From an optimization exercise on the open Yosys and OpenROAD flow, aimed at a short achievable clock period and few clock cycles per item; shortcuts taken in it are not production practice. Only simulation tests tie the RTL to the original design; equivalence was not proved. No activity file was given, so power comes from the tool's default toggle rates.

**flow/config.mk**
```make
export PLATFORM = sky130hd
export DESIGN_NAME = cpuCore
export DESIGN_NICKNAME = cpuCore
export VERILOG_FILES = /design/flow/design.v
export SDC_FILE = /design/flow/constraint.sdc
export NUM_CORES = 4
export LEC_CHECK = 0
export ABC_CLOCK_PERIOD_IN_PS = 2500
export CAP_MARGIN = 20
export CELL_PAD_IN_SITES_DETAIL_PLACEMENT = 1
export CELL_PAD_IN_SITES_GLOBAL_PLACEMENT = 2
export CORE_MARGIN = 2
export CORE_UTILIZATION = 40
export PLACE_DENSITY = 0.5
export SLEW_MARGIN = 20
```
**flow/constraint.sdc**
```tcl
create_clock -name core_clock -period 10.5 [get_ports {clk}]
set_input_delay 2.1000 -clock core_clock [delete_from_list [all_inputs] [get_ports {clk}]]
set_output_delay 2.1000 -clock core_clock [all_outputs]
set_load 0.01 [all_outputs]
```
**flow/design.v**
```verilog
package isaPkg;
	localparam int WordWidth = 32;
	localparam int IAddrWidth = 8;
	localparam int DAddrWidth = 8;
	localparam int RegIdxWidth = 5;
	typedef logic [WordWidth-1:0] word_t;
	typedef logic [IAddrWidth-1:0] iaddr_t;
	typedef logic [DAddrWidth-1:0] daddr_t;
	typedef logic [RegIdxWidth-1:0] regIdx_t;
	localparam logic [5:0] OpRType = 6'b000000;
	localparam logic [5:0] OpAddi = 6'b001000;
	localparam logic [5:0] OpSubi = 6'b001001;
	localparam logic [5:0] OpAndi = 6'b001100;
	localparam logic [5:0] OpOri = 6'b001101;
	localparam logic [5:0] OpLw = 6'b100011;
	localparam logic [5:0] OpSw = 6'b101011;
	localparam logic [5:0] OpJpc = 6'b000010;
	localparam logic [5:0] OpBrfl = 6'b000100;
	localparam logic [5:0] OpCall = 6'b000011;
	localparam logic [5:0] OpRet = 6'b000001;
	localparam logic [5:0] OpHalt = 6'b111111;
	localparam logic [5:0] FnAdd = 6'b100000;
	localparam logic [5:0] FnSub = 6'b100010;
	localparam logic [5:0] FnAnd = 6'b100100;
	localparam logic [5:0] FnOr = 6'b100101;
	localparam logic [5:0] FnSlt = 6'b101010;
	localparam logic [5:0] FnMul = 6'b011000;
	localparam int OpcodeMsb = 31;
	localparam int OpcodeLsb = 26;
	localparam int RsMsb = 25;
	localparam int RsLsb = 21;
	localparam int RtMsb = 20;
	localparam int RtLsb = 16;
	localparam int RdMsb = 15;
	localparam int RdLsb = 11;
	localparam int FunctMsb = 5;
	localparam int FunctLsb = 0;
	localparam int ImmMsb = 15;
	localparam int ImmLsb = 0;
	localparam int TargetMsb = 7;
	localparam int TargetLsb = 0;
endpackage
package ctrlPkg;
	localparam int StackDepth = 8;
	localparam int MulRowsA = 7;
	localparam int BtbBits = 4;
	localparam int BtbEntries = 2 ** BtbBits;
endpackage
module aluUnit (
	input logic opAdd,
	input logic opSub,
	input logic opAnd,
	input logic opOr,
	input logic opSlt,
	input isaPkg::word_t a,
	input isaPkg::word_t b,
	output isaPkg::word_t result
);
	isaPkg::word_t sum;
	isaPkg::word_t diff;
	logic less;
	addKS #(.W(32)) adder (
		.a(a),
		.b(b),
		.cin(1'b0),
		.sum(sum)
	);
	addKS #(.W(32)) subtractor (
		.a(a),
		.b(~b),
		.cin(1'b1),
		.sum(diff)
	);
	assign less = (a[31] != b[31]) ? a[31] : diff[31];
	assign result = ({32{opAdd}} & sum) | ({32{opSub}} & diff) |
		({32{opAnd}} & (a & b)) | ({32{opOr}} & (a | b)) |
		{31'd0, opSlt & less};
endmodule
module mulStageA (
	input isaPkg::word_t a,
	input isaPkg::word_t b,
	output logic [ctrlPkg::MulRowsA-1:0][31:0] rows
);
	logic [32-1:0][31:0] l0;
	logic [22-1:0][31:0] l1;
	logic [15-1:0][31:0] l2;
	logic [10-1:0][31:0] l3;
	always_comb
	begin
		for (int i = 0; i < 32; i++)
			l0[i] = b[i] ? (a << i) : '0;
		for (int g = 0; g < 10; g++)
		begin
			l1[2*g] = l0[3*g] ^ l0[3*g+1] ^ l0[3*g+2];
			l1[2*g+1] = ((l0[3*g] & l0[3*g+1]) | (l0[3*g] & l0[3*g+2]) |
				(l0[3*g+1] & l0[3*g+2])) << 1;
		end
		l1[20] = l0[30];
		l1[21] = l0[31];
		for (int g = 0; g < 7; g++)
		begin
			l2[2*g] = l1[3*g] ^ l1[3*g+1] ^ l1[3*g+2];
			l2[2*g+1] = ((l1[3*g] & l1[3*g+1]) | (l1[3*g] & l1[3*g+2]) |
				(l1[3*g+1] & l1[3*g+2])) << 1;
		end
		l2[14] = l1[21];
		for (int g = 0; g < 5; g++)
		begin
			l3[2*g] = l2[3*g] ^ l2[3*g+1] ^ l2[3*g+2];
			l3[2*g+1] = ((l2[3*g] & l2[3*g+1]) | (l2[3*g] & l2[3*g+2]) |
				(l2[3*g+1] & l2[3*g+2])) << 1;
		end
		for (int g = 0; g < 3; g++)
		begin
			rows[2*g] = l3[3*g] ^ l3[3*g+1] ^ l3[3*g+2];
			rows[2*g+1] = ((l3[3*g] & l3[3*g+1]) | (l3[3*g] & l3[3*g+2]) |
				(l3[3*g+1] & l3[3*g+2])) << 1;
		end
		rows[6] = l3[9];
	end
endmodule
module mulStageB (
	input logic [ctrlPkg::MulRowsA-1:0][31:0] rows,
	output isaPkg::word_t sumRow,
	output isaPkg::word_t carryRow
);
	logic [5-1:0][31:0] l5;
	logic [4-1:0][31:0] l6;
	logic [3-1:0][31:0] l7;
	always_comb
	begin
		for (int g = 0; g < 2; g++)
		begin
			l5[2*g] = rows[3*g] ^ rows[3*g+1] ^ rows[3*g+2];
			l5[2*g+1] = ((rows[3*g] & rows[3*g+1]) | (rows[3*g] & rows[3*g+2]) |
				(rows[3*g+1] & rows[3*g+2])) << 1;
		end
		l5[4] = rows[6];
		l6[0] = l5[0] ^ l5[1] ^ l5[2];
		l6[1] = ((l5[0] & l5[1]) | (l5[0] & l5[2]) | (l5[1] & l5[2])) << 1;
		l6[2] = l5[3];
		l6[3] = l5[4];
		l7[0] = l6[0] ^ l6[1] ^ l6[2];
		l7[1] = ((l6[0] & l6[1]) | (l6[0] & l6[2]) | (l6[1] & l6[2])) << 1;
		l7[2] = l6[3];
		sumRow = l7[0] ^ l7[1] ^ l7[2];
		carryRow = ((l7[0] & l7[1]) | (l7[0] & l7[2]) | (l7[1] & l7[2])) << 1;
	end
endmodule
module addKS #(
	parameter int W = 32
) (
	input logic [W-1:0] a,
	input logic [W-1:0] b,
	input logic cin,
	output logic [W-1:0] sum
);
	localparam int L = $clog2(W);
	logic [L:0][W-1:0] g;
	logic [L:0][W-1:0] p;
	logic [W-1:0] carry;
	always_comb
	begin
		g[0] = {a[W-1:1] & b[W-1:1], (a[0] & b[0]) | ((a[0] ^ b[0]) & cin)};
		p[0] = a ^ b;
		for (int l = 0; l < L; l++)
		begin
			for (int i = 0; i < W; i++)
			begin
				if (i >= (1 << l))
				begin
					g[l+1][i] = g[l][i] | (p[l][i] & g[l][i - (1 << l)]);
					p[l+1][i] = p[l][i] & p[l][i - (1 << l)];
				end
				else
				begin
					g[l+1][i] = g[l][i];
					p[l+1][i] = p[l][i];
				end
			end
		end
		carry = {g[L][W-2:0], cin};
		sum = (a ^ b) ^ carry;
	end
endmodule
module registerFile (
	input logic clk,
	input logic reset,
	input logic [31:0] readSelA,
	input logic [31:0] readSelB,
	output isaPkg::word_t readDataA,
	output isaPkg::word_t readDataB,
	output logic zeroA,
	output logic zeroB,
	input logic writeEnA,
	input isaPkg::regIdx_t writeIdxA,
	input isaPkg::word_t writeDataA,
	input logic writeZeroA,
	input logic writeEnB,
	input isaPkg::regIdx_t writeIdxB,
	input isaPkg::word_t writeDataB,
	input logic writeZeroB
);
	localparam int NumRegs = 2 ** isaPkg::RegIdxWidth;
	isaPkg::word_t regs [NumRegs];
	logic [NumRegs-1:0] isZero;
	always_ff @(posedge clk)
	begin
		for (int i = 1; i < NumRegs; i++)
		begin
			if (reset)
			begin
				regs[i] <= '0;
				isZero[i] <= 1'b1;
			end
			else if (writeEnA && writeIdxA == isaPkg::regIdx_t'(i))
			begin
				regs[i] <= writeDataA;
				isZero[i] <= writeZeroA;
			end
			else if (writeEnB && writeIdxB == isaPkg::regIdx_t'(i))
			begin
				regs[i] <= writeDataB;
				isZero[i] <= writeZeroB;
			end
		end
	end
	always_comb
	begin
		readDataA = '0;
		readDataB = '0;
		zeroA = readSelA[0];
		zeroB = readSelB[0];
		for (int i = 1; i < NumRegs; i++)
		begin
			readDataA = readDataA | (regs[i] & {32{readSelA[i]}});
			readDataB = readDataB | (regs[i] & {32{readSelB[i]}});
			zeroA = zeroA | (isZero[i] & readSelA[i]);
			zeroB = zeroB | (isZero[i] & readSelB[i]);
		end
	end
endmodule
module returnStack #(
	parameter int Depth = ctrlPkg::StackDepth
) (
	input logic clk,
	input logic reset,
	input logic push,
	input logic pop,
	input isaPkg::iaddr_t pushAddr,
	output isaPkg::iaddr_t peek0,
	output isaPkg::iaddr_t peek1,
	output isaPkg::iaddr_t peek2
);
	localparam int PtrWidth = $clog2(Depth);
	isaPkg::iaddr_t entries [Depth];
	logic [PtrWidth-1:0] ptr;
	logic [PtrWidth:0] count;
	assign peek0 = (count > 0) ? entries[ptr - 3'd1] : '0;
	assign peek1 = (count > 1) ? entries[ptr - 3'd2] : '0;
	assign peek2 = (count > 2) ? entries[ptr - 3'd3] : '0;
	always_ff @(posedge clk)
	begin
		if (reset)
		begin
			ptr <= '0;
			count <= '0;
		end
		else if (push)
		begin
			ptr <= ptr + 1'b1;
			if (count != (PtrWidth + 1)'(Depth))
				count <= count + 1'b1;
		end
		else if (pop && count != '0)
		begin
			ptr <= ptr - 1'b1;
			count <= count - 1'b1;
		end
	end
	always_ff @(posedge clk)
	begin
		if (push)
			entries[ptr] <= pushAddr;
	end
endmodule
module controlUnit (
	input isaPkg::word_t instr,
	output logic opAdd,
	output logic opSub,
	output logic opAnd,
	output logic opOr,
	output logic opSlt,
	output logic isMul,
	output logic isLoad,
	output logic isStore,
	output logic isBranch,
	output logic isCall,
	output logic isRet,
	output logic isHalt,
	output logic useImm,
	output logic readsA,
	output logic readsB,
	output logic writesReg,
	output isaPkg::regIdx_t destIdx
);
	logic [5:0] opcode;
	logic [5:0] funct;
	logic isR;
	assign opcode = instr[isaPkg::OpcodeMsb:isaPkg::OpcodeLsb];
	assign funct = instr[isaPkg::FunctMsb:isaPkg::FunctLsb];
	assign isR = opcode == isaPkg::OpRType;
	assign opAdd = (isR && funct == isaPkg::FnAdd) || opcode == isaPkg::OpAddi;
	assign opSub = (isR && funct == isaPkg::FnSub) || opcode == isaPkg::OpSubi;
	assign opAnd = (isR && funct == isaPkg::FnAnd) || opcode == isaPkg::OpAndi;
	assign opOr = (isR && funct == isaPkg::FnOr) || opcode == isaPkg::OpOri;
	assign opSlt = isR && funct == isaPkg::FnSlt;
	assign isMul = isR && funct == isaPkg::FnMul;
	assign isLoad = opcode == isaPkg::OpLw;
	assign isStore = opcode == isaPkg::OpSw;
	assign isBranch = opcode == isaPkg::OpBrfl;
	assign isCall = opcode == isaPkg::OpCall;
	assign isRet = opcode == isaPkg::OpRet;
	assign isHalt = opcode == isaPkg::OpHalt;
	assign useImm = opcode == isaPkg::OpAddi || opcode == isaPkg::OpSubi ||
		opcode == isaPkg::OpAndi || opcode == isaPkg::OpOri;
	assign destIdx = isR ? instr[isaPkg::RdMsb:isaPkg::RdLsb] : instr[isaPkg::RtMsb:isaPkg::RtLsb];
	assign writesReg = (opAdd || opSub || opAnd || opOr || opSlt || isMul || isLoad) &&
		destIdx != '0;
	assign readsA = opAdd || opSub || opAnd || opOr || opSlt || isMul || isLoad || isStore ||
		isBranch;
	assign readsB = (isR && (opAdd || opSub || opAnd || opOr || opSlt || isMul)) || isStore ||
		isBranch;
endmodule
module cpuCore (
	input logic clk,
	input logic reset,
	output isaPkg::iaddr_t instrAddr,
	input isaPkg::word_t instrData,
	output isaPkg::daddr_t memAddr,
	output isaPkg::word_t memWriteData,
	input isaPkg::word_t memReadData,
	output logic memRead,
	output logic memWrite,
	output logic halted
);
	logic rst;
	isaPkg::iaddr_t pc;
	isaPkg::iaddr_t pcPlusOne;
	isaPkg::iaddr_t nextPc;
	isaPkg::iaddr_t predPc;
	logic [ctrlPkg::BtbBits-1:0] fIdx;
	logic fHit;
	logic [5:0] fOpcode;
	logic fJump;
	logic fRet;
	logic fTagHit;
	logic fValid;
	logic fStrong;
	isaPkg::iaddr_t fTarget;
	logic btbValid [ctrlPkg::BtbEntries];
	logic [isaPkg::IAddrWidth-ctrlPkg::BtbBits-1:0] btbTag [ctrlPkg::BtbEntries];
	isaPkg::iaddr_t btbTarget [ctrlPkg::BtbEntries];
	logic btbStrong [ctrlPkg::BtbEntries];
	logic dHit;
	logic dWasTaken;
	logic dWasStrong;
	logic btbWriteStrong;
	logic btbWrite;
	logic btbWriteValid;
	isaPkg::iaddr_t btbWriteTarget;
	isaPkg::iaddr_t retPred;
	isaPkg::iaddr_t stackTop0;
	isaPkg::iaddr_t stackTop1;
	isaPkg::iaddr_t stackTop2;
	isaPkg::iaddr_t afterETop0;
	isaPkg::iaddr_t afterETop1;
	logic dValid;
	isaPkg::word_t dInstr;
	logic [31:0] dRsSel;
	logic [31:0] dRtSel;
	isaPkg::iaddr_t dPc;
	isaPkg::iaddr_t dPcPlusOne;
	logic dAdd;
	logic dSub;
	logic dAnd;
	logic dOr;
	logic dSlt;
	logic dMul;
	logic dLoad;
	logic dStore;
	logic dBranch;
	logic dCall;
	logic dRet;
	logic dHaltOp;
	logic dUseImm;
	logic dReadsA;
	logic dReadsB;
	logic dWrites;
	isaPkg::regIdx_t dRd;
	isaPkg::regIdx_t dRs;
	isaPkg::regIdx_t dRt;
	isaPkg::word_t dImm;
	isaPkg::iaddr_t dTarget;
	logic dStall;
	logic dAdvance;
	logic dRedirect;
	logic dMismatch;
	isaPkg::iaddr_t dNextPc;
	logic dJump;
	logic dDecided;
	logic dTaken;
	logic matchJump;
	logic matchRet;
	logic matchTarget;
	logic matchFall;
	logic dSameRegs;
	logic dZeroTest;
	isaPkg::regIdx_t dZeroIdx;
	logic dZeroKnown;
	logic dIsZero;
	logic dPredTaken;
	logic dStoreFromM;
	isaPkg::word_t rfA;
	isaPkg::word_t rfB;
	logic rfZeroA;
	logic rfZeroB;
	localparam int SrcE = 0;
	localparam int SrcMem = 1;
	localparam int SrcM = 2;
	localparam int SrcW = 3;
	localparam int SrcM3 = 4;
	localparam int SrcWM = 5;
	localparam int SrcRf = 6;
	logic [6:0] selA;
	logic [6:0] selB;
	isaPkg::word_t aVal;
	isaPkg::word_t bVal;
	logic hitEA;
	logic hitEB;
	logic hitMA;
	logic hitMB;
	logic hitWA;
	logic hitWB;
	logic hitM3A;
	logic hitM3B;
	logic hitWMA;
	logic hitWMB;
	logic hazA;
	logic hazB;
	logic eValid;
	logic eAdd;
	logic eSub;
	logic eAnd;
	logic eOr;
	logic eSlt;
	logic eMul;
	logic eLoad;
	logic eStore;
	logic eBranch;
	logic eCall;
	logic eRet;
	logic eHalt;
	logic eWrites;
	logic ePred;
	logic eStoreFromM;
	isaPkg::regIdx_t eRd;
	isaPkg::word_t eA;
	isaPkg::word_t eB;
	isaPkg::word_t eStoreData;
	isaPkg::word_t mulA;
	isaPkg::word_t mulB;
	isaPkg::iaddr_t ePc;
	isaPkg::iaddr_t eTarget;
	isaPkg::iaddr_t eFall;
	isaPkg::word_t aluOut;
	logic eEqual;
	logic eSumZero;
	logic eZeroKnown;
	logic eIsZero;
	logic mZeroKnown;
	logic eKill;
	logic eStop;
	isaPkg::iaddr_t eRedirectPc;
	logic eAluWrites;
	logic eMulWrites;
	logic eLoadWrites;
	logic mValid;
	logic mLoad;
	isaPkg::regIdx_t mRd;
	isaPkg::word_t mVal;
	logic mZero;
	logic wValid;
	isaPkg::regIdx_t wRd;
	isaPkg::word_t wVal;
	logic wZero;
	logic [ctrlPkg::MulRowsA-1:0][31:0] mulRowsA;
	logic m2Valid;
	isaPkg::regIdx_t m2Rd;
	logic [ctrlPkg::MulRowsA-1:0][31:0] m2Rows;
	isaPkg::word_t m2Sum;
	isaPkg::word_t m2Carry;
	logic m3Valid;
	isaPkg::regIdx_t m3Rd;
	isaPkg::word_t m3Sum;
	isaPkg::word_t m3Carry;
	isaPkg::word_t m3Prod;
	logic wmValid;
	isaPkg::regIdx_t wmRd;
	isaPkg::word_t wmVal;
	logic wmZero;
	always_ff @(posedge clk)
	begin
		rst <= reset;
	end
	assign instrAddr = pc;
	assign pcPlusOne = pc + 1'b1;
	assign fIdx = pc[ctrlPkg::BtbBits-1:0];
	always_comb
	begin
		fTagHit = 1'b0;
		fValid = 1'b0;
		fStrong = 1'b0;
		fTarget = '0;
		for (int i = 0; i < ctrlPkg::BtbEntries; i++)
		begin
			if (fIdx == ctrlPkg::BtbBits'(i))
			begin
				fTagHit = fTagHit | (btbTag[i] == pc[isaPkg::IAddrWidth-1:ctrlPkg::BtbBits]);
				fValid = fValid | btbValid[i];
				fStrong = fStrong | btbStrong[i];
				fTarget = fTarget | btbTarget[i];
			end
		end
	end
	assign fHit = fTagHit && fValid;
	assign fOpcode = instrData[isaPkg::OpcodeMsb:isaPkg::OpcodeLsb];
	assign fJump = fOpcode == isaPkg::OpJpc || fOpcode == isaPkg::OpCall;
	assign fRet = fOpcode == isaPkg::OpRet;
	always_comb
	begin
		if (fHit)
			predPc = fTarget;
		else if (fJump)
			predPc = instrData[isaPkg::TargetMsb:isaPkg::TargetLsb];
		else if (fRet)
			predPc = retPred;
		else
			predPc = pcPlusOne;
	end
	always_comb
	begin
		if (eValid && eCall)
		begin
			afterETop0 = eFall;
			afterETop1 = stackTop0;
		end
		else if (eValid && eRet)
		begin
			afterETop0 = stackTop1;
			afterETop1 = stackTop2;
		end
		else
		begin
			afterETop0 = stackTop0;
			afterETop1 = stackTop1;
		end
		if (dValid && dCall)
			retPred = dPcPlusOne;
		else if (dValid && dRet)
			retPred = afterETop1;
		else
			retPred = afterETop0;
	end
	always_comb
	begin
		if (eKill)
			nextPc = eRedirectPc;
		else if (eStop)
			nextPc = ePc;
		else if (dRedirect)
			nextPc = dNextPc;
		else if (dStall)
			nextPc = pc;
		else
			nextPc = predPc;
	end
	always_ff @(posedge clk)
	begin
		if (rst)
			pc <= '0;
		else if (!halted)
			pc <= nextPc;
	end
	always_ff @(posedge clk)
	begin
		if (rst)
			halted <= 1'b0;
		else if (eStop)
			halted <= 1'b1;
	end
	always_ff @(posedge clk)
	begin
		if (rst)
			dValid <= 1'b0;
		else if (halted || eKill || eStop || dRedirect)
			dValid <= 1'b0;
		else if (!dStall)
			dValid <= 1'b1;
	end
	always_ff @(posedge clk)
	begin
		if (!dStall)
		begin
			dInstr <= instrData;
			dHit <= fTagHit;
			dWasTaken <= fHit;
			dWasStrong <= fTagHit && fStrong;
			dRsSel <= 32'd1 << instrData[isaPkg::RsMsb:isaPkg::RsLsb];
			dRtSel <= 32'd1 << instrData[isaPkg::RtMsb:isaPkg::RtLsb];
			dPc <= pc;
			dPcPlusOne <= pcPlusOne;
		end
	end
	controlUnit decoder (
		.instr(dInstr),
		.opAdd(dAdd),
		.opSub(dSub),
		.opAnd(dAnd),
		.opOr(dOr),
		.opSlt(dSlt),
		.isMul(dMul),
		.isLoad(dLoad),
		.isStore(dStore),
		.isBranch(dBranch),
		.isCall(dCall),
		.isRet(dRet),
		.isHalt(dHaltOp),
		.useImm(dUseImm),
		.readsA(dReadsA),
		.readsB(dReadsB),
		.writesReg(dWrites),
		.destIdx(dRd)
	);
	assign dRs = dInstr[isaPkg::RsMsb:isaPkg::RsLsb];
	assign dRt = dInstr[isaPkg::RtMsb:isaPkg::RtLsb];
	assign dImm = {{(isaPkg::WordWidth - isaPkg::ImmMsb - 1){dInstr[isaPkg::ImmMsb]}},
		dInstr[isaPkg::ImmMsb:isaPkg::ImmLsb]};
	assign dTarget = dPcPlusOne + dInstr[isaPkg::IAddrWidth-1:0];
	assign eAluWrites = eValid && eWrites && !eMul;
	assign eMulWrites = eValid && eWrites && eMul;
	assign eLoadWrites = eValid && eWrites && eLoad;
	assign hitEA = eAluWrites && eRd == dRs;
	assign hitEB = eAluWrites && eRd == dRt;
	assign hitMA = mValid && mRd == dRs;
	assign hitMB = mValid && mRd == dRt;
	assign hitWA = wValid && wRd == dRs;
	assign hitWB = wValid && wRd == dRt;
	assign hitM3A = m3Valid && m3Rd == dRs;
	assign hitM3B = m3Valid && m3Rd == dRt;
	assign hitWMA = wmValid && wmRd == dRs;
	assign hitWMB = wmValid && wmRd == dRt;
	always_comb
	begin
		selA = '0;
		selB = '0;
		if (hitEA)
			selA[SrcE] = 1'b1;
		else if (hitMA && mLoad)
			selA[SrcMem] = 1'b1;
		else if (hitMA)
			selA[SrcM] = 1'b1;
		else if (hitWA)
			selA[SrcW] = 1'b1;
		else if (hitM3A)
			selA[SrcM3] = 1'b1;
		else if (hitWMA)
			selA[SrcWM] = 1'b1;
		else
			selA[SrcRf] = 1'b1;
		if (hitEB)
			selB[SrcE] = 1'b1;
		else if (hitMB && mLoad)
			selB[SrcMem] = 1'b1;
		else if (hitMB)
			selB[SrcM] = 1'b1;
		else if (hitWB)
			selB[SrcW] = 1'b1;
		else if (hitM3B)
			selB[SrcM3] = 1'b1;
		else if (hitWMB)
			selB[SrcWM] = 1'b1;
		else
			selB[SrcRf] = 1'b1;
	end
	assign aVal = ({32{selA[SrcE]}} & aluOut) | ({32{selA[SrcMem]}} & memReadData) |
		({32{selA[SrcM]}} & mVal) | ({32{selA[SrcW]}} & wVal) | ({32{selA[SrcM3]}} & m3Prod) |
		({32{selA[SrcWM]}} & wmVal) | ({32{selA[SrcRf]}} & rfA);
	assign bVal = ({32{selB[SrcE]}} & aluOut) | ({32{selB[SrcMem]}} & memReadData) |
		({32{selB[SrcM]}} & mVal) | ({32{selB[SrcW]}} & wVal) | ({32{selB[SrcM3]}} & m3Prod) |
		({32{selB[SrcWM]}} & wmVal) | ({32{selB[SrcRf]}} & rfB);
	assign dStoreFromM = eLoadWrites && eRd == dRt;
	assign hazA = (eMulWrites && eRd == dRs) || (m2Valid && m2Rd == dRs) ||
		(eLoadWrites && eRd == dRs);
	assign hazB = (eMulWrites && eRd == dRt) || (m2Valid && m2Rd == dRt) ||
		(!dStore && eLoadWrites && eRd == dRt);
	assign dStall = dValid && (hazA || hazB);
	assign dAdvance = dValid && !dStall && !eKill;
	assign dSameRegs = dRs == dRt;
	assign dZeroTest = dRs == '0 || dRt == '0;
	assign dZeroIdx = (dRt == '0) ? dRs : dRt;
	always_comb
	begin
		dZeroKnown = 1'b1;
		dIsZero = 1'b0;
		if (eAluWrites && eRd == dZeroIdx)
		begin
			dZeroKnown = eZeroKnown;
			dIsZero = eIsZero;
		end
		else if (mValid && mRd == dZeroIdx)
		begin
			dZeroKnown = mZeroKnown;
			dIsZero = mZero;
		end
		else if (wValid && wRd == dZeroIdx)
			dIsZero = wZero;
		else if (m3Valid && m3Rd == dZeroIdx)
			dZeroKnown = 1'b0;
		else if (wmValid && wmRd == dZeroIdx)
			dIsZero = wmZero;
		else
			dIsZero = (dRt == '0) ? rfZeroA : rfZeroB;
	end
	assign dDecided = dSameRegs || (dZeroTest && dZeroKnown);
	assign dTaken = dSameRegs || (dZeroTest && dZeroKnown && dIsZero);
	assign dPredTaken = dTaken;
	assign dJump = dInstr[isaPkg::OpcodeMsb:isaPkg::OpcodeLsb] == isaPkg::OpJpc || dCall;
	assign matchJump = pc == dInstr[isaPkg::TargetMsb:isaPkg::TargetLsb];
	assign matchRet = pc == afterETop0;
	assign matchTarget = pc == dTarget;
	assign matchFall = pc == dPcPlusOne;
	always_comb
	begin
		if (dJump)
		begin
			dMismatch = !matchJump;
			dNextPc = dInstr[isaPkg::TargetMsb:isaPkg::TargetLsb];
		end
		else if (dRet)
		begin
			dMismatch = !matchRet;
			dNextPc = afterETop0;
		end
		else if (dBranch && dTaken)
		begin
			dMismatch = !matchTarget;
			dNextPc = dTarget;
		end
		else
		begin
			dMismatch = !matchFall;
			dNextPc = dPcPlusOne;
		end
	end
	assign dRedirect = dValid && !dStall && dMismatch;
	assign btbWrite = dValid && !dStall && dBranch;
	always_comb
	begin
		if (dTaken)
		begin
			btbWriteValid = !dHit || dWasTaken || !dWasStrong;
			btbWriteStrong = dWasTaken;
		end
		else
		begin
			btbWriteValid = dWasTaken && dWasStrong;
			btbWriteStrong = !dWasTaken;
		end
	end
	assign btbWriteTarget = dTarget;
	always_ff @(posedge clk)
	begin
		for (int i = 0; i < ctrlPkg::BtbEntries; i++)
		begin
			if (rst)
			begin
				btbValid[i] <= 1'b0;
				btbStrong[i] <= 1'b0;
			end
			else if (btbWrite && dPc[ctrlPkg::BtbBits-1:0] == ctrlPkg::BtbBits'(i))
			begin
				btbValid[i] <= btbWriteValid;
				btbStrong[i] <= btbWriteStrong;
			end
		end
	end
	always_ff @(posedge clk)
	begin
		if (btbWrite)
		begin
			btbTag[dPc[ctrlPkg::BtbBits-1:0]] <= dPc[isaPkg::IAddrWidth-1:ctrlPkg::BtbBits];
			btbTarget[dPc[ctrlPkg::BtbBits-1:0]] <= btbWriteTarget;
		end
	end
	registerFile regFile (
		.clk(clk),
		.reset(rst),
		.readSelA(dRsSel),
		.readSelB(dRtSel),
		.readDataA(rfA),
		.readDataB(rfB),
		.zeroA(rfZeroA),
		.zeroB(rfZeroB),
		.writeEnA(wValid),
		.writeIdxA(wRd),
		.writeDataA(wVal),
		.writeZeroA(wZero),
		.writeEnB(wmValid),
		.writeIdxB(wmRd),
		.writeDataB(wmVal),
		.writeZeroB(wmZero)
	);
	always_ff @(posedge clk)
	begin
		if (rst)
			eValid <= 1'b0;
		else
			eValid <= dAdvance && !halted && !eStop;
	end
	always_ff @(posedge clk)
	begin
		eAdd <= dAdd || dLoad || dStore;
		eSub <= dSub;
		eAnd <= dAnd;
		eOr <= dOr;
		eSlt <= dSlt;
		eMul <= dMul;
		eLoad <= dLoad;
		eStore <= dStore;
		eBranch <= dBranch;
		eCall <= dCall;
		eRet <= dRet;
		eHalt <= dHaltOp;
		eWrites <= dWrites;
		ePred <= dPredTaken;
		eStoreFromM <= dStoreFromM;
		eRd <= dRd;
		eZeroKnown <= dAdd || dSub || dAnd || dOr;
		eA <= aVal;
		eB <= (dUseImm || dLoad || dStore) ? dImm : bVal;
		eStoreData <= bVal;
		mulA <= aVal;
		mulB <= bVal;
		ePc <= dPc;
		eTarget <= dTarget;
		eFall <= dPcPlusOne;
	end
	aluUnit alu (
		.opAdd(eAdd),
		.opSub(eSub),
		.opAnd(eAnd),
		.opOr(eOr),
		.opSlt(eSlt),
		.a(eA),
		.b(eB),
		.result(aluOut)
	);
	assign eSumZero = ((eA ^ eB) == {eA[30:0] | eB[30:0], 1'b0});
	always_comb
	begin
		if (eSub)
			eIsZero = eEqual;
		else if (eAnd)
			eIsZero = (eA & eB) == '0;
		else if (eOr)
			eIsZero = (eA | eB) == '0;
		else
			eIsZero = eSumZero;
	end
	assign eEqual = eA == eB;
	assign eKill = eValid && eBranch && (eEqual != ePred);
	assign eRedirectPc = eEqual ? eTarget : eFall;
	assign eStop = eValid && eHalt;
	returnStack stack (
		.clk(clk),
		.reset(rst),
		.push(eValid && eCall),
		.pop(eValid && eRet),
		.pushAddr(eFall),
		.peek0(stackTop0),
		.peek1(stackTop1),
		.peek2(stackTop2)
	);
	always_ff @(posedge clk)
	begin
		if (rst)
		begin
			memRead <= 1'b0;
			memWrite <= 1'b0;
			mValid <= 1'b0;
		end
		else
		begin
			memRead <= eValid && eLoad;
			memWrite <= eValid && eStore;
			mValid <= eAluWrites;
		end
	end
	always_ff @(posedge clk)
	begin
		memAddr <= aluOut[isaPkg::DAddrWidth-1:0];
		memWriteData <= (eStoreFromM && memRead) ? memReadData : eStoreData;
		mLoad <= eLoad;
		mRd <= eRd;
		mVal <= aluOut;
		mZero <= eIsZero;
		mZeroKnown <= eZeroKnown;
	end
	always_ff @(posedge clk)
	begin
		if (rst)
			wValid <= 1'b0;
		else
			wValid <= mValid;
	end
	always_ff @(posedge clk)
	begin
		wRd <= mRd;
		wVal <= mLoad ? memReadData : mVal;
		wZero <= mLoad ? memReadData == '0 : mVal == '0;
	end
	mulStageA mulA0 (
		.a(mulA),
		.b(mulB),
		.rows(mulRowsA)
	);
	mulStageB mulB0 (
		.rows(m2Rows),
		.sumRow(m2Sum),
		.carryRow(m2Carry)
	);
	assign m3Prod = m3Sum + m3Carry;
	always_ff @(posedge clk)
	begin
		if (rst)
		begin
			m2Valid <= 1'b0;
			m3Valid <= 1'b0;
			wmValid <= 1'b0;
		end
		else
		begin
			m2Valid <= eMulWrites;
			m3Valid <= m2Valid && !(eValid && eWrites && eRd == m2Rd);
			wmValid <= m3Valid && !(eValid && eWrites && eRd == m3Rd);
		end
	end
	always_ff @(posedge clk)
	begin
		m2Rd <= eRd;
		m2Rows <= mulRowsA;
		m3Rd <= m2Rd;
		m3Sum <= m2Sum;
		m3Carry <= m2Carry;
		wmRd <= m3Rd;
		wmVal <= m3Prod;
		wmZero <= m3Prod == '0;
	end
endmodule
```
**flow/flow/run.sh**
```bash
#!/bin/bash
# The standard layout, with two changes: no full/half adder cells in
# synthesis (plain gates time better here), and timing repair asked to leave
# extra setup slack so that it works below the fixed clock period.
set -euo pipefail
bash standard.sh ADDER_MAP_FILE= SETUP_SLACK_MARGIN=7.5 TNS_END_PERCENT=20 finish > standard.log 2>&1
```
**flow/standard.sh**
```bash
#!/bin/bash
# synth_recipe.tcl (not shown) runs the flow's synth.tcl, then flattens the netlist and writes it again
# the make line also repeats each setting of config.mk as NAME=value (left out here)
make -C /OpenROAD-flow-scripts/flow DESIGN_CONFIG=/design/flow/config.mk WORK_HOME=/design/flow/orfs CLKGATE_MAP_FILE= SYNTH_SCRIPT=/design/flow/synth_recipe.tcl "${@:-finish}"
```
==> summary.md, run 1 <==
| Metric | Value |
|---|---|
| Slowest cell on the critical path | edfxtp_1 |
| Slew at the pin closest to its max-slew limit | 1400 ps |
| Area growth syn-to-layout | 19.2% |
| CTS buffer count | 230 |
| Status | complete, no violations |
| Clock sink count | 1913 |
| Share of layout cells above drive strength 1 | 0.155 |
| Worst-skew pair later-pin latency | 960 ps |
| Syn Inst Count | 12711 |
| RSZ-0062 raised after global routing | true |
| Row Count | 194 |
| Vias in the first global route | 111765 |
| Synthesized area per cell | 8.85 sq um |
| Total track usage | 0.437 |
| Fin nets | 12659 |
| Core area | 279000 sq um |
| Relative slew slack | 0.0609 |
| Leak Pwr | 0.0502 uW |
| Final Cycle Share | 0.370 |
| Count of final setup violators | 0 |
| PortBufs | 116 |
| Critical path capture point type | register |
| Largest net degree at the start of global routing | 186 |
| Yosys warns | 9 |
| CTS tree | yes |
| Die footprint | 285000 sq um |
| PnR worst setup slack | 6610 ps |
| Initial DRC Count | 17365 |
| Setup WS pre-CTS | 5470 ps |
| FMAX | 257 MHz |
| DIE HEIGHT | 534 um |
| CTS H-tree depth | 4 |
| Final min period | 3890 ps |
| Crit-path max FO | 7 |
| Critical path startpoint | dPcPlusOne[2] |
| Post-Syn Nets | 12777 |
| Drt wl/cell | 39.6 um |
| Initial antenna violation count | 59 |
| HPWL after DPL | 392000 um |
| Cell with the most instances after synthesis | dfxtp_1 |
| Synth top area cells | dfxtp_1 (27%), edfxtp_1 (9.9%), mux2i_1 (9.7%) |
| Max cap viols | 0 |
| Iteration count of the initial detailed-routing pass | 10 |
| Synth cell types | 94 |
| Power Density | 132 nW/um^2 |
| Most frequent CP cell | maj3_2 |
| Routability cong. | 0.964 |
| Worst Path Arrival | 4740 ps |
| EDFF count, synth | 371 |
| CP max stage delay | 550 ps |
| Syn Std Cell Area | 112000 sq um |
| Via count | 115379 |
| Critical-path cell list | nor2_1, o31ai_4, maj3_2, maj3_2, maj3_2, maj3_4, xnor2_4, and2_1, o211a_1, or2_4, mux2_4, o32ai_2 |
| Residual DRC | 0 |
| Max clock buf depth | 4 |
| Crit Path Class | reg2reg |
| Post-synth top area cell | dfxtp_1 |
| Post-synth top cells | dfxtp_1 (1542), nor2_1 (1491), nand2_1 (1112) |
| Synth top area share | 0.275 |
| Register bit count reported by yosys | 1913 |
| Critical Path RT | 11360 ps |
| CP Launch Type | register |
| Asr flop ratio synth | 0 |
| DRT Wirelength | 656000 um |
| Reg-to-reg startpoint | dPcPlusOne[2] |
| Die X | 534 um |
| Clk_skew | 64.5 ps |
| Fin. Hold Viols | 0 |
| Final ANT Viol Nets | 0 |
| Most used flip-flop cell after synthesis | dfxtp_1 |
| Vias per cell | 6.96 |
| Seq/Total Area, Yosys | 0.374 |
| Slew Limit Fails | 0 |
| Fillers | 31037 |
| Min-delay worst type | reg2reg |
| IO Pins | 117 |
| Clock transition at path regs | 60 ps |
| Initial Util | 0.402 |
| Peak VDD IR | 0.143 mV |
| Post-route setup TNS | 0 ps |
| Hold Crit Start | m2Rows[0] |
| Overflow after GRT | 0 |
| First-pass GRT wire length | 891000 um |
| Root buffer cell | clkbuf_16 |
==> area by class of cell <==
| type | instances | area (sq um) | area share |
|---|---|---|---|
| Multi-Input combinational cell | 9354 | 68400 | 0.511 |
| Sequential cell | 1913 | 42300 | 0.315 |
| Timing Repair Buffer | 939 | 9950 | 0.0743 |
| Clock buffer | 335 | 6830 | 0.0509 |
| Tap cell | 3724 | 4660 | 0.0348 |
| Clock inverter | 91 | 1140 | 0.00854 |
| Inverter | 155 | 591 | 0.00441 |
| Antenna cell | 58 | 145 | 0.00108 |
==> power by group <==
group | switching [uW] | total [uW] | internal, uW
sequential | 173 | 7810 | 7630
combinational | 871 | 1320 | 450
clock | 3610 | 8620 | 5020
total | 4650 | 17800 | 13100
==> flip-flops by register name, summed over array words and instances (netlist names), 16 cells and up <==
register / count
m2Rows: 117
mVal: 32
mulA: 32
m3Sum: 32
wVal: 32
eB: 32
mulB: 32
dRsSel: 32
dRtSel: 32
btbTag: 64
regFile.regs: 992
wmVal: 32
memWriteData: 32
dInstr: 32
stack.entries: 64
regFile.isZero: 31
btbValid: 16
btbTarget: 128
btbStrong: 16
m3Carry: 23
==> cell usage in the layout, fill, tap and decap left out, types with 211 or more instances in the layout <==
master,Yosys,layout
a211oi_1,1007,1002
a221oi_1,356,335
maj3_1,340,308
edfxtp_1,371,371
a22oi_1,402,396
xor2_1,460,443
buf_4,12,569
clkbuf_16,0,243
mux2i_1,1092,1089
dfxtp_1,1542,1434
a21oi_1,234,211
a22o_1,334,331
nand2_1,1112,1050
xnor2_1,793,754
nor2_1,1491,1444
o21ai_0,277,248
==> through the flow <==
step,std cells,hold WS [ps],utilization,total power [uW],cell area [sq um]
2_1_floorplan,12711,310,-,8450,113000
3_3_place_gp,15651,315,0.419,8970,117000
3_5_place_dp,15652,317,0.419,8980,117000
4_1_cts,16392,324,0.470,17600,131000
5_1_grt,16513,342,0.479,18100,134000
6_report,16569,332,0.480,17800,134000
==> worst max-delay path, delay by kind of cell, from the launching register on <==
kind / cells / cell delay [ps]
AO/OA/AOI/OAI: 3 / 580
XOR/XNOR: 1 / 150
adder cells (fa/ha/maj): 4 / 1400
flip-flops: 1 / 550
multiplexers: 1 / 320
AND/OR/NAND/NOR: 3 / 780
==> routing by layer <==
layer | track usage | share of wire | vias up
met2 | 0.611 | 0.40 | 8270
met3 | 0.143 | 0.12 | 2393
met4 | 0.266 | 0.075 | 49
met1 | 0.579 | 0.40 | 58275
met5 | 0.00849 | 0.0011 | -
li1 | - | - | 46392
==> what timing repair did <==
action | 4_1_cts | 5_1_grt
cloned | 29 | 12
hold endpoints to repair | 0 | 0
gates resized for setup | 808 | 456
endpoints found under the setup margin | 1203 | 1393
pin swaps | 155 | 92
hold buffers | 0 | 0
buffers inserted | 285 | 107
==> path summary, 6_finish.rpt <==
check / end / slack [ps] / cells past startpoint
max reg2reg: pc[7] / 6610 / 12
min reg2reg: m3Sum[0] / 330 / 0
min: m3Sum[0] / 330 / 0
max: pc[7] / 6610 / 12
==> kinds of logic (layout without fill, tap and decap cells) <==
kind of cell / after synthesis / after routing / share of synthesized area
xor+xnor: 1255 / 1256 / 0.0979
simple gates: 3464 / 3466 / 0.131
flops: 1913 / 1913 / 0.374
compound gates: 3096 / 3097 / 0.207
fa+ha+maj: 344 / 344 / 0.0307
buf+inv: 1448 / 1520 / 0.0493
other cells: 0 / 58 / 0
mux: 1191 / 1191 / 0.110
Testbench counts, summed over its fixed seeds: cycles 119,190, instrs 112,766.
==> run 2, diff against run 1 <==
==> flow/run.sh (new file) <==
#!/bin/bash
# synth_recipe.tcl (not shown) runs the flow's synth.tcl, then flattens the netlist and writes it again
# the make line also repeats each setting of config.mk as NAME=value (left out here)
make -C /OpenROAD-flow-scripts/flow DESIGN_CONFIG=/design/flow/config.mk WORK_HOME=/design/flow/orfs CLKGATE_MAP_FILE= SYNTH_SCRIPT=/design/flow/synth_recipe.tcl finish
--- a/flow/config.mk
+++ b/flow/config.mk
@@ -12,4 +12,6 @@
 export CORE_MARGIN = 2
 export CORE_UTILIZATION = 40
 export PLACE_DENSITY = 0.5
+export SETUP_SLACK_MARGIN = 5
 export SLEW_MARGIN = 20
+export TNS_END_PERCENT = 20
removed: flow/flow/run.sh
removed: flow/standard.sh
==> summary.md, run 2 <==
| Metric | Value |
|---|---|
| Status | complete, no violations (unchanged) |
| Largest Register | regFile.regs (unchanged) |
| Peak VDD IR | 0.149 mV (was 0.143 mV) |
| Register bit count reported by yosys | 1913 (unchanged) |
| FMAX | 190 MHz (was 257 MHz) |
| Commonest non-fill, non-tap cells in the layout | dfxtp_1 (1523), nor2_1 (1293), mux2i_1 (1066) (was nor2_1 (1444), dfxtp_1 (1434), mux2i_1 (1089)) |
| Post-synth top cells | dfxtp_1 (1542), nor2_1 (1305), mux2i_1 (1066) (was dfxtp_1 (1542), nor2_1 (1491), nand2_1 (1112)) |
| Asr flop ratio synth | 0 (unchanged) |
| Min Hold Slack | 328 ps (was 332 ps) |
| Fin. Hold Viols | 0 (unchanged) |
| Via count | 105265 (was 115379) |
| Most used flip-flop cell after synthesis | dfxtp_1 (unchanged) |
| Root buffer cell | clkbuf_16 (unchanged) |
| Leak Pwr | 0.0503 uW (was 0.0502 uW) |
| Area growth syn-to-layout | 11.4% (was 19.2%) |
| Cell with the most instances after synthesis | dfxtp_1 (unchanged) |
| Iteration count of the initial detailed-routing pass | 10 (unchanged) |
| HPWL after DPL | 388000 um (was 392000 um) |
| Max cap viols | 0 (unchanged) |
| Largest net degree at the start of global routing | 203 (was 186) |
| EDFF count, synth | 371 (unchanged) |
| Row Count | 193 (was 194) |
| Post-Layout Cell Count | 15117 (was 16569) |
| Total track usage | 0.427 (was 0.437) |
| Final min period | 5260 ps (was 3890 ps) |
| Placed Cells | 14654 (was 15652) |
| Critical Path RT | 11270 ps (was 11360 ps) |
| Worst Path Arrival | 6030 ps (was 4740 ps) |
| Fin nets | 11895 (was 12659) |
| Clk_skew | 79.6 ps (was 64.5 ps) |
| Slew Limit Fails | 0 (unchanged) |
| Crit Path Class | reg2reg (unchanged) |
| Post-synth top area cell | dfxtp_1 (unchanged) |
| Overflow after GRT | 0 (unchanged) |
| IO Pins | 117 (unchanged) |
| Seq/Total Area, Yosys | 0.378 (was 0.374) |
| Min-delay worst type | reg2reg (unchanged) |
| CTS tree | yes (unchanged) |
| Most common cell after layout, fill and taps aside | dfxtp_1 (was nor2_1) |
| DIE HEIGHT | 531 um (was 534 um) |
| Clock transition at path regs | 70 ps (was 60 ps) |
| Synthesized area per cell | 9.56 sq um (was 8.85 sq um) |
| RSZ-0062 raised after global routing | true (unchanged) |
| Vias in the first global route | 102239 (was 111765) |
| Post-layout util | 0.448 (was 0.480) |
| CTS buffer count | 226 (was 230) |
| Synth top area cells | dfxtp_1 (28%), edfxtp_1 (10%), mux2i_1 (9.6%) (was dfxtp_1 (27%), edfxtp_1 (9.9%), mux2i_1 (9.7%)) |
| Initial DRC Count | 16521 (was 17365) |
| Drt wl/cell | 41.1 um (was 39.6 um) |
| Post-route setup TNS | 0 ps (unchanged) |
| Synth cell types | 98 (was 94) |
| Max reg flops | 992 (unchanged) |
| Worst-skew pair later-pin latency | 950 ps (was 960 ps) |
| Critical path capture point type | register (unchanged) |
| Post-Syn Nets | 12351 (was 12777) |
| First-pass GRT wire length | 845000 um (was 891000 um) |
| Post-route cell area | 124000 sq um (was 134000 sq um) |
| Core area | 276000 sq um (was 279000 sq um) |
| CTS H-tree depth | 4 (unchanged) |
| Max clock buf depth | 4 (unchanged) |
| Yosys warns | 9 (unchanged) |
| Routability cong. | 0.969 (was 0.964) |
| Power Density | 140 nW/um^2 (was 132 nW/um^2) |
| Relative slew slack | 0.160 (was 0.0609) |
| Residual DRC | 0 (unchanged) |
| Final ANT Viol Nets | 0 (unchanged) |
| Crit-path max FO | 33 (was 7) |
| Share of layout cells above drive strength 1 | 0.0949 (was 0.155) |
| Clock sink count | 1913 (unchanged) |
| DRT Wirelength | 621000 um (was 656000 um) |
| Die X | 531 um (was 534 um) |
| Initial Util | 0.402 (about the same) |
| Initial antenna violation count | 66 (was 59) |
| Count of final setup violators | 0 (unchanged) |
| Vias per cell | 6.96 (about the same) |
| Syn Std Cell Area | 111000 sq um (was 112000 sq um) |
| Die footprint | 282000 sq um (was 285000 sq um) |
| Slew at the pin closest to its max-slew limit | 1260 ps (was 1400 ps) |
| Syn Inst Count | 11633 (was 12711) |
| Dpl cell area | 116000 sq um (was 117000 sq um) |
| CP Launch Type | register (unchanged) |
| Synth top area share | 0.278 (was 0.275) |
| PortBufs | 116 (unchanged) |
| Final Cycle Share | 0.501 (was 0.370) |
run 2: final timing paths:
check | startpoint | endpoint | slack [ps] | depth (start not counted)
setup / recovery | mulA[2] | eB[31] | 5240 | 20
hold reg to reg | m2Rows[0] | m3Sum[0] | 330 | 0
hold / removal | m2Rows[0] | m3Sum[0] | 330 | 0
setup reg to reg | mulA[2] | eB[31] | 5240 | 20
run 2: power breakdown:
part	internal, uW	switching, uW	leakage (uW)	total (uW)
sequential	7660	184	0.0161	7840
clock	4760	3580	0.00375	8330
combinational	339	858	0.0304	1200
total	12800	4620	0.0503	17400
run 2: logic make-up (layout without fill, tap and decap cells):
family | after synthesis | after routing | synth area share
DFF | 1913 | 1913 | 0.378
xor gates and xnor gates | 326 | 326 | 0.0259
adders and majority gates | 652 | 652 | 0.102
AOI/OAI and AO/OA | 2873 | 2873 | 0.197
buffers and inverters | 1763 | 1502 | 0.0607
muxes | 1208 | 1208 | 0.115
other | 0 | 40 | 0
and+or+nand+nor | 2898 | 2898 | 0.121
run 2: layer usage:
metal,share of wire,vias to the layer above,track usage
met2,0.40,7594,0.587
li1,-,41465,-
met5,0.00016,-,0
met3,0.12,2068,0.130
met1,0.41,54122,0.587
met4,0.070,16,0.248
run 2: area by class of cell:
type                            instances  area (sq um)
Antenna cell                           40           100
Clock buffer                          318          6530
Clock inverter                        105          1110
Fill cell                           30396        153000
Inverter                              568          2130
Multi-Input combinational cell       7957         63100
Sequential cell                      1913         42000
Tap cell                             3705          4640
Timing Repair Buffer                  511          4200
run 2: repair_timing:
item	in CTS	in global routing
buffers inserted	0	0
gates resized for setup	4	6
hold buffers	0	0
endpoints found under the setup margin	3	14
run 2: metrics by stage:
stage | total power, uW | setup WS [ps]
finish | 17400 | 5240
global placement | 9130 | 4710
global route | 17700 | 4950
CTS | 17400 | 5040
detailed placement | 9140 | 4660
floorplan | 8530 | 5350
run 2: critical path: stages (launching register included):
cell and delay [ps]:
dfxtp_1 310, buf_4 350, inv_1 90, ha_1 440, nor3_2 470, nor2b_1 240, o31ai_1 100, a21oi_1 260
o21ai_0 290, and4_1 330, o31ai_2 360, nand2_1 100, nand2_1 80, a211oi_1 110, fa_1 520, o221a_2 220
o21ai_0 110, a222oi_1 240, nand3_1 130, a21oi_1 260, a31oi_1 120

static timing again, ports no longer ideal:
In the flow no input, the clock included, has a driving cell. The finished layouts below were timed again as built, in two steps.
Step 1 sets driving cells, clkbuf_16 on the clock port and buf_2 on the other inputs (assumed; they add their load-dependent delay and slew).
Step 2 times the ports against the registers' clock, not the clock port: input delays grow and output delays shrink by t, the midpoint of the rising clock arrivals with the driver on.
Three values: no drivers, after step 1, after step 2; two values: the first two.
run	t (ns)	setup slack, ns	cell pins on the clock port's net
run 1	1.045	6.615 / 6.615 / 5.858	1
run 2	1.033	5.239 / 5.239 / 5.239	1
After both steps setup and hold are still met in every run listed. The setup slack of run 1, which loses most, moves by 0.000 ns with the drivers and by -0.757 ns with both steps.
